Background: an optimization exercise with open tools, aiming at small area and a short achievable clock period. Do not read the settings as production practice. At most, simulation tests tie the RTL to the original design; equivalence was not proved. Power is estimated from default activity; no workload was simulated.

==> module spi_mem_slave, before the edit <==
module spi_mem_slave #(
  parameter int         ADDR_W    = 8,
  parameter logic [7:0] ID_BYTE   = 8'hA5,
  parameter             INIT_FILE = ""
) (
  input  logic       clk,
  input  logic       resetn,
  input  logic       spi_sck,
  input  logic       spi_cs,
  input  logic       spi_mosi,
  output logic       spi_miso,
  output logic       busy,
  output logic [7:0] last_cmd,
  output logic       xfer_done
);
  localparam logic [7:0] c_CMD_READ  = 8'h03;
  localparam logic [7:0] c_CMD_WRITE = 8'h02;
  localparam logic [7:0] c_CMD_ID    = 8'h9F;
  typedef enum logic [2:0] {
    S_IDLE   = 3'd0,
    S_CMD    = 3'd1,
    S_ADDR   = 3'd2,
    S_RD     = 3'd3,
    S_WR     = 3'd4,
    S_ID     = 3'd5,
    S_IGNORE = 3'd6
  } state_t;
  state_t r_state;
  state_t w_state_nxt;
  logic              r_sck_m, r_sck_s, r_sck_d;
  logic              r_cs_m, r_cs_s;
  logic              r_mosi_m, r_mosi_s;
  logic [2:0]        r_bit_cnt;
  logic [6:0]        r_rx_sr;
  logic [6:0]        r_tx_sr;
  logic              r_miso;
  logic              r_load_pend;
  logic [7:0]        r_addr;
  logic [7:0]        r_last_cmd;
  logic              r_xfer_done;
  logic [7:0]        r_rd_data;
  logic       w_rise, w_fall, w_active, w_byte_done, w_mem_we;
  logic [7:0] w_rx_byte, w_tx_src;
  assign w_rise      = r_sck_s & ~r_sck_d;
  assign w_fall      = ~r_sck_s & r_sck_d;
  assign w_active    = ~r_cs_s & (r_state != S_IDLE);
  assign w_byte_done = w_active & w_rise & (r_bit_cnt == 3'd7);
  assign w_rx_byte   = {r_rx_sr, r_mosi_s};
  assign w_mem_we    = w_byte_done & (r_state == S_WR);
  assign w_tx_src    = (r_state == S_ID) ? ID_BYTE : r_rd_data;
  assign spi_miso  = r_miso;
  assign busy      = ~r_cs_s;
  assign last_cmd  = r_last_cmd;
  assign xfer_done = r_xfer_done;
  always_ff @(posedge clk or negedge resetn) begin
    if (!resetn) begin
      r_sck_m  <= 1'b0;
      r_sck_s  <= 1'b0;
      r_sck_d  <= 1'b0;
      r_cs_m   <= 1'b1;
      r_cs_s   <= 1'b1;
      r_mosi_m <= 1'b0;
      r_mosi_s <= 1'b0;
    end else begin
      r_sck_m  <= spi_sck;
      r_sck_s  <= r_sck_m;
      r_sck_d  <= r_sck_s;
      r_cs_m   <= spi_cs;
      r_cs_s   <= r_cs_m;
      r_mosi_m <= spi_mosi;
      r_mosi_s <= r_mosi_m;
    end
  end
  always_ff @(posedge clk or negedge resetn) begin
    if (!resetn) r_state <= S_IDLE;
    else         r_state <= w_state_nxt;
  end
  always_comb begin
    w_state_nxt = r_state;
    if (r_cs_s) begin
      w_state_nxt = S_IDLE;
    end else begin
      case (r_state)
        S_IDLE: w_state_nxt = S_CMD;
        S_CMD: begin
          if (w_byte_done) begin
            case (w_rx_byte)
              c_CMD_READ, c_CMD_WRITE: w_state_nxt = S_ADDR;
              c_CMD_ID:                w_state_nxt = S_ID;
              default:                 w_state_nxt = S_IGNORE;
            endcase
          end
        end
        S_ADDR: begin
          if (w_byte_done)
            w_state_nxt = (r_last_cmd == c_CMD_READ) ? S_RD : S_WR;
        end
        default: w_state_nxt = r_state;
      endcase
    end
  end
  always_ff @(posedge clk or negedge resetn) begin
    if (!resetn) begin
      r_bit_cnt   <= 3'd0;
      r_rx_sr     <= 7'd0;
      r_tx_sr     <= 7'd0;
      r_miso      <= 1'b0;
      r_load_pend <= 1'b0;
      r_addr      <= '0;
      r_last_cmd  <= 8'h00;
      r_xfer_done <= 1'b0;
    end else begin
      r_xfer_done <= r_cs_s & (r_state != S_IDLE);
      if (!w_active) begin
        r_bit_cnt   <= 3'd0;
        r_tx_sr     <= 7'd0;
        r_miso      <= 1'b0;
        r_load_pend <= 1'b0;
      end else begin
        if (w_rise) begin
          r_rx_sr   <= w_rx_byte[6:0];
          r_bit_cnt <= r_bit_cnt + 3'd1;
          if (r_bit_cnt == 3'd7) begin
            case (r_state)
              S_CMD: begin
                r_last_cmd  <= w_rx_byte;
                r_load_pend <= (w_rx_byte == c_CMD_ID);
              end
              S_ADDR: begin
                r_addr      <= w_rx_byte;
                r_load_pend <= (r_last_cmd == c_CMD_READ);
              end
              S_RD, S_ID: r_load_pend <= 1'b1;
              S_WR:       r_addr <= r_addr + 8'd1;
              default: ;
            endcase
          end
        end
        if (w_fall) begin
          if (r_state == S_RD || r_state == S_ID) begin
            if (r_load_pend) begin
              r_tx_sr     <= w_tx_src[6:0];
              r_miso      <= w_tx_src[7];
              r_load_pend <= 1'b0;
              if (r_state == S_RD) r_addr <= r_addr + 8'd1;
            end else begin
              r_tx_sr <= {r_tx_sr[5:0], 1'b0};
              r_miso  <= r_tx_sr[6];
            end
          end else begin
            r_miso <= 1'b0;
          end
        end
      end
    end
  end
  logic [3:0] r_phase;         
  logic [7:0] r_wa, r_wd;      
  logic [3:0] r_sp;            
  logic [15:0][7:0] w_buf;
  logic       w_addr_rise4, w_addr_hi, w_wslot, w_ld, w_ld_sel;
  logic [3:0] w_ph1;
  assign w_ph1        = r_phase + 4'd1;
  assign w_addr_rise4 = w_active & w_rise & (r_bit_cnt == 3'd3) & (r_state == S_ADDR);
  assign w_addr_hi    = (r_state == S_ADDR) & r_bit_cnt[2];
  assign w_wslot      = (r_phase == ~r_wa[7:4]);
  assign w_ld         = (r_sp[2:0] == 3'd0);
  assign w_ld_sel     = r_sp[3];
  always_ff @(posedge clk) begin
    r_phase <= w_ph1;
    if (w_mem_we) begin
      r_wa <= r_addr;
      r_wd <= w_rx_byte;
    end
    if (w_addr_rise4)   r_sp <= {r_rx_sr[2:0], r_mosi_s} + w_ph1;
    else if (w_addr_hi) r_sp <= r_sp + 4'd1;
    else                r_sp <= r_addr[7:4] + w_ph1;
    if (!w_addr_hi) r_rd_data <= w_buf[r_addr[3:0]];
  end
  for (genvar n = 0; n < 16; n++) begin : g_ring
    logic [127:0] r_ring;      
    logic [7:0]   w_in;
    logic [7:0]   r_buf;       
    assign w_in = (w_wslot && r_wa[3:0] == 4'(n)) ? r_wd : r_ring[127:120];
    always_ff @(posedge clk) begin
      r_ring <= {r_ring[119:0], w_in};
      if (w_ld) r_buf <= w_ld_sel ? r_ring[71:64] : r_ring[7:0];
    end
    assign w_buf[n] = r_buf;
  end
endmodule
clock: 5.5 ns
lec_check: 0
cap_margin: 20
core_margin: 2
core_utilization: 50
slew_margin: 20
run.sh (not shown) runs the stock make flow with config.mk's settings and CLKGATE_MAP_FILE= SYNTH_SCRIPT=/design/flow/synth_recipe.tcl, a recipe that flattens the netlist after the stock synthesis.
The starting point finished with timing, DRC and antenna clean.
Change:
--- a/flow/design.v
+++ b/flow/design.v
@@ -15,6 +15,7 @@
   output logic [7:0] last_cmd,
   output logic       xfer_done
 );
+  localparam int         c_DEPTH     = 1 << ADDR_W;
   localparam logic [7:0] c_CMD_READ  = 8'h03;
   localparam logic [7:0] c_CMD_WRITE = 8'h02;
   localparam logic [7:0] c_CMD_ID    = 8'h9F;
@@ -37,10 +38,11 @@
   logic [6:0]        r_tx_sr;
   logic              r_miso;
   logic              r_load_pend;
-  logic [7:0]        r_addr;
+  logic [ADDR_W-1:0] r_addr;
   logic [7:0]        r_last_cmd;
   logic              r_xfer_done;
   logic [7:0]        r_rd_data;
+  logic [7:0]        r_mem [c_DEPTH];
   logic       w_rise, w_fall, w_active, w_byte_done, w_mem_we;
   logic [7:0] w_rx_byte, w_tx_src;
   assign w_rise      = r_sck_s & ~r_sck_d;
@@ -129,11 +131,11 @@
                 r_load_pend <= (w_rx_byte == c_CMD_ID);
               end
               S_ADDR: begin
-                r_addr      <= w_rx_byte;
+                r_addr      <= ADDR_W'(w_rx_byte);
                 r_load_pend <= (r_last_cmd == c_CMD_READ);
               end
               S_RD, S_ID: r_load_pend <= 1'b1;
-              S_WR:       r_addr <= r_addr + 8'd1;
+              S_WR:       r_addr <= r_addr + ADDR_W'(1);
               default: ;
             endcase
           end
@@ -144,7 +146,7 @@
               r_tx_sr     <= w_tx_src[6:0];
               r_miso      <= w_tx_src[7];
               r_load_pend <= 1'b0;
-              if (r_state == S_RD) r_addr <= r_addr + 8'd1;
+              if (r_state == S_RD) r_addr <= r_addr + ADDR_W'(1);
             end else begin
               r_tx_sr <= {r_tx_sr[5:0], 1'b0};
               r_miso  <= r_tx_sr[6];
@@ -156,39 +158,9 @@
       end
     end
   end
-  logic [3:0] r_phase;         
-  logic [7:0] r_wa, r_wd;      
-  logic [3:0] r_sp;            
-  logic [15:0][7:0] w_buf;
-  logic       w_addr_rise4, w_addr_hi, w_wslot, w_ld, w_ld_sel;
-  logic [3:0] w_ph1;
-  assign w_ph1        = r_phase + 4'd1;
-  assign w_addr_rise4 = w_active & w_rise & (r_bit_cnt == 3'd3) & (r_state == S_ADDR);
-  assign w_addr_hi    = (r_state == S_ADDR) & r_bit_cnt[2];
-  assign w_wslot      = (r_phase == ~r_wa[7:4]);
-  assign w_ld         = (r_sp[2:0] == 3'd0);
-  assign w_ld_sel     = r_sp[3];
   always_ff @(posedge clk) begin
-    r_phase <= w_ph1;
-    if (w_mem_we) begin
-      r_wa <= r_addr;
-      r_wd <= w_rx_byte;
-    end
-    if (w_addr_rise4)   r_sp <= {r_rx_sr[2:0], r_mosi_s} + w_ph1;
-    else if (w_addr_hi) r_sp <= r_sp + 4'd1;
-    else                r_sp <= r_addr[7:4] + w_ph1;
-    if (!w_addr_hi) r_rd_data <= w_buf[r_addr[3:0]];
-  end
-  for (genvar n = 0; n < 16; n++) begin : g_ring
-    logic [127:0] r_ring;      
-    logic [7:0]   w_in;
-    logic [7:0]   r_buf;       
-    assign w_in = (w_wslot && r_wa[3:0] == 4'(n)) ? r_wd : r_ring[127:120];
-    always_ff @(posedge clk) begin
-      r_ring <= {r_ring[119:0], w_in};
-      if (w_ld) r_buf <= w_ld_sel ? r_ring[71:64] : r_ring[7:0];
-    end
-    assign w_buf[n] = r_buf;
+    if (w_mem_we) r_mem[r_addr] <= w_rx_byte;
+    else          r_rd_data     <= r_mem[r_addr];
   end
 endmodule
 `default_nettype wire
After rerunning: The changed run ran to the end with no violations; worst setup slack is worse by 1.2 ns; count of clock-buffer cells in the layout decreases by 45; via count grows by 93%; design area goes up by 49%; cell count goes up by 36%; total power goes up by 13%; wire length is higher by 140%; clock power barely changes; area after synthesis goes up by 54%.
Function not checked in the second run of this note: the RTL went through the layout flow alone.

-- static timing again, ports no longer ideal --
How much do the figures lean on ideal ports? The routed layouts below were timed once more, with nothing changed but the port constraints.
Step 1: set_driving_cell puts a clkbuf_16 on clk and a buf_2 on each other input, an assumption about the parent block.
Step 2 adds t to the input delays and takes it off the output delays; t is the mean of the earliest and latest rising clock arrival at the registers after step 1. Input paths then give back, and output paths get back, about the clock's delay inside the block.
Three values: ideal, step 1, step 2; two values: the first two.
run	t (ns)	setup slack, ns	hold slack, ns	worst setup path at the end	worst data-port slew with drivers (ns)
the first run	0.811	2.309 / 2.243 / 3.018	0.313 / 0.313 / 0.313	register to register	0.07
the second run	0.912	1.145 / 1.145 / 1.145	0.353 / 0.312 / 0.353	register to register	0.03
After both steps every run listed still meets setup and hold.
